Source: an optimization exercise on an open RTL-to-GDS flow (aim: small area, a short achievable clock period and few clock cycles per item). Production flows keep margins and buffers that such runs may drop. Only simulation tests tie the RTL to the original design; equivalence was not proved. Power and IR drop assume default switching activity.

**run.sh**
```bash
#!/bin/bash
# synth_recipe.tcl (not shown) runs the flow's synth.tcl, then flattens the netlist and writes it again
# the make line also repeats each setting of config.mk as NAME=value (left out here)
make -C /OpenROAD-flow-scripts/flow DESIGN_CONFIG=/design/flow/config.mk WORK_HOME=/design/flow/orfs CLKGATE_MAP_FILE= SYNTH_SCRIPT=/design/flow/synth_recipe.tcl finish
```
**config.mk**
```make
export PLATFORM = sky130hd
export DESIGN_NAME = life_cell_automaton_stencil
export DESIGN_NICKNAME = life_cell_automaton_stencil
export VERILOG_FILES = /design/flow/design.v
export SDC_FILE = /design/flow/constraint.sdc
export NUM_CORES = 4
export LEC_CHECK = 0
export CAP_MARGIN = 20
export CORE_MARGIN = 2
export CORE_UTILIZATION = 40
export SLEW_MARGIN = 20
```
**constraint.sdc**
```tcl
create_clock -name core_clock -period 6.5 [get_ports {i_clk}]
set_input_delay 1.3000 -clock core_clock [delete_from_list [all_inputs] [get_ports {i_clk}]]
set_output_delay 1.3000 -clock core_clock [all_outputs]
set_load 0.01 [all_outputs]
```
**design.v**
```verilog
`timescale 1ns / 1ps
package lcas_pkg;
    localparam int unsigned CFG_W = 10;
    typedef enum logic [1:0] {
        CFG_COLS = 2'd0,
        CFG_ROWS = 2'd1
    } t_cfg_idx;
    localparam int unsigned QUEUE_DEPTH = 4;
    localparam int unsigned QPTR_W      = $clog2(QUEUE_DEPTH);
    localparam int unsigned QCNT_W      = $clog2(QUEUE_DEPTH + 1);
    localparam int unsigned CENTER_BIT = 4;
    localparam logic [3:0] BIRTH_COUNT   = 4'd3;
    localparam logic [3:0] SURVIVE_COUNT = 4'd2;
    typedef struct packed {
        logic [8:0] cells;
        logic       last;
    } t_nbhd;
    typedef struct packed {
        logic              full;
        logic              empty;
        logic [QCNT_W-1:0] count;
    } t_q_status;
endpackage
`timescale 1ns / 1ps
module lcas_ram #(
    parameter int unsigned WIDTH = 2,
    parameter int unsigned DEPTH = 514
) (
    input  logic                     i_clk,
    input  logic                     i_we,
    input  logic [$clog2(DEPTH)-1:0] i_wr_addr,
    input  logic [WIDTH-1:0]         i_wr_data,
    input  logic [$clog2(DEPTH)-1:0] i_rd_addr,
    output logic [WIDTH-1:0]         o_rd_data
);
    logic [WIDTH-1:0] r_mem [DEPTH];
    logic [WIDTH-1:0] r_rd_data;
    always_ff @(posedge i_clk) begin
        if (i_we) begin
            r_mem[i_wr_addr] <= i_wr_data;
        end
        r_rd_data <= r_mem[i_rd_addr];
    end
    assign o_rd_data = r_rd_data;
endmodule
`timescale 1ns / 1ps
module lcas_front #(
    parameter int unsigned COLS_LIMIT = 512,
    parameter int unsigned MAX_ROWS   = 512
) (
    input  logic                    i_clk,
    input  logic                    i_rst_n,
    input  logic                    i_restart,
    input  logic [lcas_pkg::CFG_W-1:0] i_cols,
    input  logic [lcas_pkg::CFG_W-1:0] i_rows,
    input  logic                    i_cell_valid,
    input  logic                    i_cell_alive,
    output logic                    o_cell_stall,
    input  logic                    i_q_full,
    output logic                    o_push,
    output lcas_pkg::t_nbhd         o_nbhd
);
    localparam int unsigned STORE_DEPTH = COLS_LIMIT + 2;
    localparam int unsigned COL_W       = $clog2(COLS_LIMIT + 2);
    localparam int unsigned ROW_W       = $clog2(MAX_ROWS + 2);
    logic [31:0]      cols_eff;
    logic [31:0]      rows_eff;
    logic [COL_W-1:0] col_last;
    logic [ROW_W-1:0] row_last;
    logic [COL_W-1:0] r_col;
    logic [COL_W-1:0] n_col;
    logic [ROW_W-1:0] r_row;
    logic [ROW_W-1:0] n_row;
    logic [5:0]       r_win;
    logic [5:0]       n_win;
    logic             accept;
    logic [1:0]       store_rd;
    logic [1:0]       store_wr;
    logic [2:0]       column;
    always_comb begin
        cols_eff = 32'(i_cols);
        if (cols_eff < 32'd1) begin
            cols_eff = 32'd1;
        end else if (cols_eff > 32'(COLS_LIMIT)) begin
            cols_eff = 32'(COLS_LIMIT);
        end
        rows_eff = 32'(i_rows);
        if (rows_eff < 32'd1) begin
            rows_eff = 32'd1;
        end else if (rows_eff > 32'(MAX_ROWS)) begin
            rows_eff = 32'(MAX_ROWS);
        end
    end
    assign col_last = COL_W'(cols_eff + 32'd1);
    assign row_last = ROW_W'(rows_eff + 32'd1);
    assign o_cell_stall = i_q_full;
    assign accept       = i_cell_valid && !i_q_full;
    assign column   = {i_cell_alive, store_rd[0], store_rd[1]};
    assign store_wr = {store_rd[0], i_cell_alive};
    lcas_ram #(
        .WIDTH(2),
        .DEPTH(STORE_DEPTH)
    ) u_line_store (
        .i_clk    (i_clk),
        .i_we     (accept),
        .i_wr_addr(r_col),
        .i_wr_data(store_wr),
        .i_rd_addr(n_col),
        .o_rd_data(store_rd)
    );
    always_comb begin
        n_col = r_col;
        n_row = r_row;
        n_win = r_win;
        if (i_restart) begin
            n_col = '0;
            n_row = '0;
            n_win = '0;
        end else if (accept) begin
            n_win = {column, r_win[5:3]};
            if (r_col == col_last) begin
                n_col = '0;
                n_row = (r_row == row_last) ? '0 : r_row + ROW_W'(1);
            end else begin
                n_col = r_col + COL_W'(1);
            end
        end
    end
    always_ff @(posedge i_clk) begin
        if (!i_rst_n) begin
            r_col <= '0;
            r_row <= '0;
            r_win <= '0;
        end else begin
            r_col <= n_col;
            r_row <= n_row;
            r_win <= n_win;
        end
    end
    assign o_push       = accept && (r_row >= ROW_W'(2)) && (r_col >= COL_W'(2));
    assign o_nbhd.cells = {column, r_win};
    assign o_nbhd.last  = (r_row == row_last) && (r_col == col_last);
endmodule
`timescale 1ns / 1ps
module lcas_queue (
    input  logic                  i_clk,
    input  logic                  i_rst_n,
    input  logic                  i_push,
    input  lcas_pkg::t_nbhd       i_data,
    input  logic                  i_pop,
    output lcas_pkg::t_nbhd       o_data,
    output lcas_pkg::t_q_status   o_status
);
    logic [9:0]                  r_slot [lcas_pkg::QUEUE_DEPTH];
    logic [lcas_pkg::QPTR_W-1:0] r_wr_ptr;
    logic [lcas_pkg::QPTR_W-1:0] r_rd_ptr;
    logic [lcas_pkg::QCNT_W-1:0] r_count;
    logic [lcas_pkg::QCNT_W-1:0] n_count;
    always_ff @(posedge i_clk) begin
        if (i_push) begin
            r_slot[r_wr_ptr] <= i_data;
        end
    end
    always_comb begin
        n_count = r_count;
        if (i_push && !i_pop) begin
            n_count = r_count + lcas_pkg::QCNT_W'(1);
        end else if (!i_push && i_pop) begin
            n_count = r_count - lcas_pkg::QCNT_W'(1);
        end
    end
    always_ff @(posedge i_clk) begin
        if (!i_rst_n) begin
            r_wr_ptr <= '0;
            r_rd_ptr <= '0;
            r_count  <= '0;
        end else begin
            if (i_push) begin
                r_wr_ptr <= r_wr_ptr + lcas_pkg::QPTR_W'(1);
            end
            if (i_pop) begin
                r_rd_ptr <= r_rd_ptr + lcas_pkg::QPTR_W'(1);
            end
            r_count <= n_count;
        end
    end
    assign o_data         = r_slot[r_rd_ptr];
    assign o_status.full  = (r_count == lcas_pkg::QCNT_W'(lcas_pkg::QUEUE_DEPTH));
    assign o_status.empty = (r_count == '0);
    assign o_status.count = r_count;
endmodule
`timescale 1ns / 1ps
module lcas_back (
    input  logic            i_clk,
    input  logic            i_rst_n,
    input  logic            i_empty,
    input  lcas_pkg::t_nbhd i_nbhd,
    output logic            o_pop,
    output logic            o_res_valid,
    input  logic            i_res_stall,
    output logic            o_next_alive,
    output logic            o_tile_last
);
    logic       r_valid;
    logic       r_next_alive;
    logic       r_tile_last;
    logic       load;
    logic [3:0] count;
    logic       center;
    logic       next_alive;
    always_comb begin
        count = '0;
        for (int i = 0; i < 9; i++) begin
            if (i != lcas_pkg::CENTER_BIT) begin
                count = count + 4'(i_nbhd.cells[i]);
            end
        end
    end
    assign center     = i_nbhd.cells[lcas_pkg::CENTER_BIT];
    assign next_alive = (count == lcas_pkg::BIRTH_COUNT) || (center && (count == lcas_pkg::SURVIVE_COUNT));
    assign load  = !r_valid || !i_res_stall;
    assign o_pop = load && !i_empty;
    always_ff @(posedge i_clk) begin
        if (!i_rst_n) begin
            r_valid <= 1'b0;
        end else if (load) begin
            r_valid <= !i_empty;
        end
    end
    always_ff @(posedge i_clk) begin
        if (o_pop) begin
            r_next_alive <= next_alive;
            r_tile_last  <= i_nbhd.last;
        end
    end
    assign o_res_valid  = r_valid;
    assign o_next_alive = r_next_alive;
    assign o_tile_last  = r_tile_last;
endmodule
`timescale 1ns / 1ps
module life_cell_automaton_stencil #(
    parameter int unsigned COLS_LIMIT = 512,
    parameter int unsigned MAX_ROWS   = 512
) (
    input  logic                       i_clk,
    input  logic                       i_rst_n,
    input  logic                       i_cfg_we,
    input  logic [1:0]                 i_cfg_index,
    input  logic [lcas_pkg::CFG_W-1:0] i_cfg_data,
    input  logic                       i_cell_valid,
    output logic                       o_cell_stall,
    input  logic                       i_cell_alive,
    output logic                       o_res_valid,
    input  logic                       i_res_stall,
    output logic                       o_next_alive,
    output logic                       o_tile_last
);
    logic [lcas_pkg::CFG_W-1:0] r_cols;
    logic [lcas_pkg::CFG_W-1:0] r_rows;
    logic             restart;
    logic             push;
    logic             pop;
    lcas_pkg::t_nbhd            push_nbhd;
    lcas_pkg::t_nbhd            head_nbhd;
    lcas_pkg::t_q_status        q_status;
    always_ff @(posedge i_clk) begin
        if (!i_rst_n) begin
            r_cols <= lcas_pkg::CFG_W'(320);
            r_rows <= lcas_pkg::CFG_W'(320);
        end else if (i_cfg_we) begin
            unique case (i_cfg_index)
                lcas_pkg::CFG_COLS: r_cols <= i_cfg_data;
                lcas_pkg::CFG_ROWS: r_rows <= i_cfg_data;
                default: ;
            endcase
        end
    end
    assign restart = i_cfg_we &&
        ((i_cfg_index == lcas_pkg::CFG_COLS) || (i_cfg_index == lcas_pkg::CFG_ROWS));
    lcas_front #(
        .COLS_LIMIT(COLS_LIMIT),
        .MAX_ROWS  (MAX_ROWS)
    ) u_front (
        .i_clk       (i_clk),
        .i_rst_n     (i_rst_n),
        .i_restart   (restart),
        .i_cols      (r_cols),
        .i_rows      (r_rows),
        .i_cell_valid(i_cell_valid),
        .i_cell_alive(i_cell_alive),
        .o_cell_stall(o_cell_stall),
        .i_q_full    (q_status.full),
        .o_push      (push),
        .o_nbhd      (push_nbhd)
    );
    lcas_queue u_queue (
        .i_clk   (i_clk),
        .i_rst_n (i_rst_n),
        .i_push  (push),
        .i_data  (push_nbhd),
        .i_pop   (pop),
        .o_data  (head_nbhd),
        .o_status(q_status)
    );
    lcas_back u_back (
        .i_clk       (i_clk),
        .i_rst_n     (i_rst_n),
        .i_empty     (q_status.empty),
        .i_nbhd      (head_nbhd),
        .o_pop       (pop),
        .o_res_valid (o_res_valid),
        .i_res_stall (i_res_stall),
        .o_next_alive(o_next_alive),
        .o_tile_last (o_tile_last)
    );
endmodule
```
==> results.txt <==
## logic make-up (layout without fill, tap and decap cells)
family,count (synthesis),after routing
flip-flops,1128,1128
XOR/XNOR,50,50
AO/OA/AOI/OAI,602,602
buffers and inverters,328,425
adder cells (fa/ha/maj),21,21
AND/OR/NAND/NOR,1851,1851
multiplexers,100,100
## cell type report
class,count,area share [%]
clock buffers,143,5.61
clock inverters,73,1.09
inverters,23,0.158
multi-input cells,2624,25.3
flip-flops and latches,1128,60.9
well taps,1612,3.69
repair buffers,186,3.30
## layer usage
| metal | global-route usage (%) | vias to the layer above | share of wire (%) | wire length [um] |
|---|---|---|---|---|
| met3 | 4.10 | 336 | 9.4 | 14200 |
| met4 | 9.15 | 0 | 4.0 | 6100 |
| met5 | 0 | - | 0 | 0 |
| li1 | - | 14800 | - | - |
| met2 | 38.0 | 1679 | 46 | 69200 |
| met1 | 34.2 | 17100 | 41 | 62000 |
## stage by stage
step                total power (uW)  cell area, um2  util (%)  hold WS [ns]  std cells
floorplan                      10500           48400         -         0.459       4080
finish                         17900           54700      45.6         0.478       5789
global route                   18500           54700      45.6         0.505       5789
global placement               11600           51000      42.5         0.469       5573
detailed placement             11600           51000      42.5         0.475       5573
CTS                            18000           54700      45.6         0.484       5789
## flip-flops by register name, summed over array words and instances (netlist names), named ones only
register / count
r_cols: 10
r_rows: 10
u_back.r_next_alive: 1
u_back.r_tile_last: 1
u_back.r_valid: 1
u_front.r_col: 10
u_front.r_row: 10
u_front.r_win: 6
u_front.u_line_store.r_mem: 1028
u_front.u_line_store.r_rd_data: 2
u_queue.r_count: 3
u_queue.r_rd_ptr: 2
u_queue.r_slot: 40
u_queue.r_wr_ptr: 2
## worst max-delay path by stage
| stage | start | to | cells after the start |
|---|---|---|---|
| floorplan | r_cols[5] | u_front.u_line_store.r_rd_data[0] | 18 |
| global placement | r_cols[5] | u_front.u_line_store.r_rd_data[0] | 17 |
| detailed placement | r_cols[5] | u_front.u_line_store.r_rd_data[0] | 17 |
| CTS | r_cols[5] | u_front.u_line_store.r_rd_data[0] | 17 |
| global route | r_cols[5] | u_front.u_line_store.r_rd_data[1] | 19 |
| finish | r_cols[5] | u_front.u_line_store.r_rd_data[1] | 19 |
## cell usage in the layout, fill, tap and decap left out, types with 27 or more instances in the layout
cell type                   count
sky130_fd_sc_hd__a211oi_1      49
sky130_fd_sc_hd__nand4_1       33
sky130_fd_sc_hd__buf_12        28
sky130_fd_sc_hd__dfxtp_1       57
sky130_fd_sc_hd__o21ai_0      104
sky130_fd_sc_hd__xnor2_1       32
sky130_fd_sc_hd__a21oi_1      111
sky130_fd_sc_hd__and3_1        43
sky130_fd_sc_hd__nand3_1      214
sky130_fd_sc_hd__nand2_1      807
sky130_fd_sc_hd__clkinv_1      32
sky130_fd_sc_hd__nor3_1        27
sky130_fd_sc_hd__clkbuf_16    119
sky130_fd_sc_hd__mux2i_1       68
sky130_fd_sc_hd__a31oi_1      143
sky130_fd_sc_hd__edfxtp_1    1070
sky130_fd_sc_hd__buf_4        137
sky130_fd_sc_hd__nor2_1       612
## what timing repair did
item,CTS,global route
setup endpoints to repair,0,1
resized for setup,0,1
endpoints found under the hold margin,0,0
## worst register-to-register path: cells and delay by family, from the launching register on
| family | cells | cell delay [ns] |
|---|---|---|
| compound gates | 8 | 2.16 |
| fa+ha+maj | 1 | 0.24 |
| buf+inv | 2 | 0.53 |
| flops | 1 | 0.36 |
| simple gates | 8 | 2.85 |
## power by group through the flow
stage	Clock (uW)	Sequential [uW]	Combinational (uW)
finish	6500	8540	2910
global route	6840	8540	3170
CTS	6570	8530	2910
detailed placement	0	8680	2900
global placement	0	8680	2880
floorplan	0	8890	1620
==> run_summary.xml <==
<?xml version="1.0" encoding="UTF-8"?>
<metrics>
  <group name="status">
    <metric name="outcome" unit="">no timing/DRC/antenna violations</metric>
  </group>
  <group name="synth">
    <metric name="muxShareOfSynthArea" unit="%">2.52</metric>
    <metric name="synth.ff_latch_count" unit="">1128</metric>
    <metric name="ys_warn_count" unit="">5</metric>
    <metric name="yosysSeqAreaShare" unit="%">68.8</metric>
    <metric name="mappedNetlistArea" unit="mm2">0.0484</metric>
    <metric name="synth-edff-count" unit="">1070</metric>
    <metric name="synth_compound_gate_area_share" unit="%">8.22</metric>
    <metric name="synthSimpleGateAreaFrac" unit="%">16.1</metric>
    <metric name="post_synth_fa_ha_maj_area_fraction" unit="%">0.621</metric>
    <metric name="post_synth_inst_count" unit="">4080</metric>
    <metric name="synthesis.area_per_instance" unit="um2">11.9</metric>
    <metric name="ys_async_rst_share" unit="%">0</metric>
    <metric name="synthesis.nets" unit="">4119</metric>
    <metric name="ys.flop_type" unit="">sky130_fd_sc_hd__edfxtp_1</metric>
    <metric name="synthDistinctLibCells" unit="">81</metric>
    <metric name="synth_top_family_by_area" unit="">simple AND/OR/NAND/NOR gates</metric>
    <metric name="synth.top_cells.by_area" unit="">sky130_fd_sc_hd__edfxtp_1 66%, sky130_fd_sc_hd__nand2_1 6.3%, sky130_fd_sc_hd__nor2_1 4.8%</metric>
    <metric name="synthDominantCellAreaShare" unit="%">66.4</metric>
    <metric name="most_common_cell_in_the_synthesized_netlist" unit="">sky130_fd_sc_hd__edfxtp_1</metric>
    <metric name="top_cell_type_by_total_area_after_synthesis" unit="">sky130_fd_sc_hd__edfxtp_1</metric>
    <metric name="synth_commonest_cells" unit="">1070 x sky130_fd_sc_hd__edfxtp_1, 813 x sky130_fd_sc_hd__nand2_1, 614 x sky130_fd_sc_hd__nor2_1</metric>
    <metric name="post_synth_xor_area_fraction" unit="%">0.905</metric>
  </group>
  <group name="die">
    <metric name="floorplan.die.width" unit="um">352</metric>
    <metric name="initial_utilization" unit="%">40.3</metric>
    <metric name="boundaryPins" unit="">22</metric>
    <metric name="core" unit="mm2">0.120</metric>
    <metric name="core.rowCount" unit="">127</metric>
    <metric name="design.die.area" unit="mm2">0.124</metric>
    <metric name="fp.dieH" unit="um">352</metric>
  </group>
  <group name="setup_path">
    <metric name="worst-r2r-setup-slack" unit="ns">0.29</metric>
    <metric name="crit_required" unit="ns">7.15</metric>
    <metric name="worstSetupEndpointType" unit="">flop</metric>
    <metric name="critical_path.max_stage_delay" unit="ns">0.62</metric>
    <metric name="cp_top_family" unit="">simple AND/OR/NAND/NOR gates</metric>
    <metric name="critical_path_arrival" unit="ns">6.87</metric>
    <metric name="critPathSlowestCell" unit="">sky130_fd_sc_hd__or4b_4</metric>
    <metric name="worstPathMaxFanout" unit="">46</metric>
    <metric name="crit_type" unit="">flop to flop</metric>
    <metric name="worst_r2r_startpoint" unit="">r_cols[5]</metric>
    <metric name="reg2regPathDepth" unit="">19</metric>
    <metric name="crit_buf_inv" unit="">2</metric>
    <metric name="crit_path_cell_trace" unit="">or4_1 -&gt; o21ba_2 -&gt; nor2_1 -&gt; ha_1 -&gt; nand2_1 -&gt; or4_1 -&gt; a32o_1 -&gt; or4b_4 -&gt; o41a_4 -&gt; nor2_8 -&gt; buf_12 -&gt; nand2_1 -&gt; a21oi_1 -&gt; nor3_1 -&gt; a211oi_1 -&gt; a211oi_1 -&gt; buf_4 -&gt; a31oi_1 -&gt; o41a_1</metric>
    <metric name="r2r-end" unit="">u_front.u_line_store.r_rd_data[1]</metric>
    <metric name="crit_path_start_kind" unit="">flop</metric>
  </group>
  <group name="sta">
    <metric name="timing.fmax" unit="GHz">0.161</metric>
    <metric name="setup-violations-final" unit="">0</metric>
    <metric name="rsz0062_at_grt" unit="">no</metric>
    <metric name="report.final.slew_viol_count" unit="">0</metric>
    <metric name="timing.setup.tns" unit="ns">0</metric>
    <metric name="period_needed" unit="ns">6.21</metric>
    <metric name="pin_slew_with_the_least_headroom_to_its_limit" unit="ns">1.41</metric>
    <metric name="worst_clock_skew" unit="ns">0.0274</metric>
    <metric name="timing.final.hold_violations" unit="">0</metric>
    <metric name="final_worst_setup_slack" unit="ns">0.289</metric>
    <metric name="layout_worst_path_cycle_share" unit="%">95.5</metric>
    <metric name="relSlewSlack" unit="%">6.27</metric>
  </group>
  <group name="power">
    <metric name="power_switching" unit="uW">4960</metric>
    <metric name="p_per_area" unit="mW/mm2">328</metric>
    <metric name="cell_internal_power_dissipation" unit="uW">13000</metric>
    <metric name="vdd_ir_drop_max" unit="V">0.000231</metric>
    <metric name="swShare" unit="%">27.6</metric>
    <metric name="static-leakage-power" unit="uW">0.0179</metric>
    <metric name="seq_power_share" unit="%">47.6</metric>
    <metric name="combPwrFrac" unit="%">16.2</metric>
    <metric name="share_clk_of_total_power" unit="%">36.2</metric>
  </group>
  <group name="routing">
    <metric name="drc" unit="">0</metric>
    <metric name="drt_pre_antenna_iters" unit="">6</metric>
    <metric name="avgViaCountPerCell" unit="">5.86</metric>
    <metric name="detail-route-antenna-nets" unit="">0</metric>
    <metric name="drt_iter0_markers" unit="">4246</metric>
    <metric name="routed_wirelength" unit="um">152000</metric>
    <metric name="routed-via-count" unit="">33900</metric>
    <metric name="wl_per_cell" unit="um">26.2</metric>
  </group>
  <group name="placement">
    <metric name="place_congestion" unit="">0.887</metric>
    <metric name="post-dp-hpwl" unit="um">91200</metric>
    <metric name="io_buffers" unit="">21</metric>
    <metric name="dp_slack" unit="ns">0.267</metric>
  </group>
  <group name="clocking">
    <metric name="cts_max_path_buffers" unit="">3</metric>
    <metric name="postCtsHoldBufs" unit="">0</metric>
    <metric name="htree_num_levels" unit="">3</metric>
    <metric name="cts-root-buf" unit="">sky130_fd_sc_hd__clkbuf_16</metric>
    <metric name="cts_tree" unit="">yes</metric>
    <metric name="path_clk_slew" unit="ns">0.06</metric>
    <metric name="post-cts-setup-buffer-count" unit="">0</metric>
    <metric name="clock_insertion_delay_worst_skew" unit="ns">0.71</metric>
    <metric name="tritoncts.num_buffers" unit="">117</metric>
    <metric name="clkSinkCount" unit="">1128</metric>
  </group>
  <group name="cells_and_area">
    <metric name="layout.area.seq" unit="mm2">0.0333</metric>
    <metric name="nets" unit="">4119</metric>
    <metric name="layout.filler_cells" unit="">10900</metric>
    <metric name="area_growth_syn_to_layout" unit="%">13.1</metric>
    <metric name="antenna_cells" unit="">0</metric>
    <metric name="layout-drive-gt1-share" unit="%">9.43</metric>
    <metric name="multi_input_area" unit="mm2">0.0138</metric>
  </group>
  <group name="worst_hold_path">
    <metric name="min_delay_path_depth" unit="">2</metric>
    <metric name="min-delay-path-class" unit="">flop to flop</metric>
    <metric name="hold_start" unit="">u_back.r_valid</metric>
    <metric name="hold_end" unit="">u_back.r_valid</metric>
  </group>
  <group name="grt">
    <metric name="global_route.usage.total" unit="%">24.3</metric>
    <metric name="first_global_vias" unit="">32800</metric>
    <metric name="pin_count_of_the_biggest_net_entering_global_routing" unit="">234</metric>
    <metric name="number_of_antenna_violations_at_the_first_check_in_global_routing" unit="">2</metric>
    <metric name="grt_pass1_wl" unit="um">222000</metric>
    <metric name="globalRoute.totalOverflow" unit="">0</metric>
  </group>
  <group name="run">
    <metric name="maxCapViolations" unit="">0</metric>
  </group>
</metrics>
Testbench counts, summed over its fixed seeds: cycles 105,402, items 93,099.

==> re-timing with driven ports <==
The flow's constraints put no driver on any port. The routed layout listed below was extracted and timed again, unchanged, in two steps.
Step 1, drivers: a clkbuf_16 drives i_clk and a buf_2 each remaining input, both assumed.
Step 2 adds t to the input delays and takes it off the output delays; t is the mean of the earliest and latest rising clock arrival at the registers after step 1. Input paths then give back, and output paths get back, about the clock's delay inside the block.
Three values: ideal ports, drivers, drivers and shift; two values: the first two.
t (ns): 0.776
setup WS [ns]: 0.289 / 0.289 / 0.289
hold WS [ns]: 0.478 / 0.478 / 0.478
worst register clock-pin slew, ns: 0.07 / 0.07
worst slew at a driven data input, ns: 0.06
After both steps this run still meets setup and hold. The setup slack of this run moves by 0.000 ns with the drivers and by 0.000 ns with both steps.
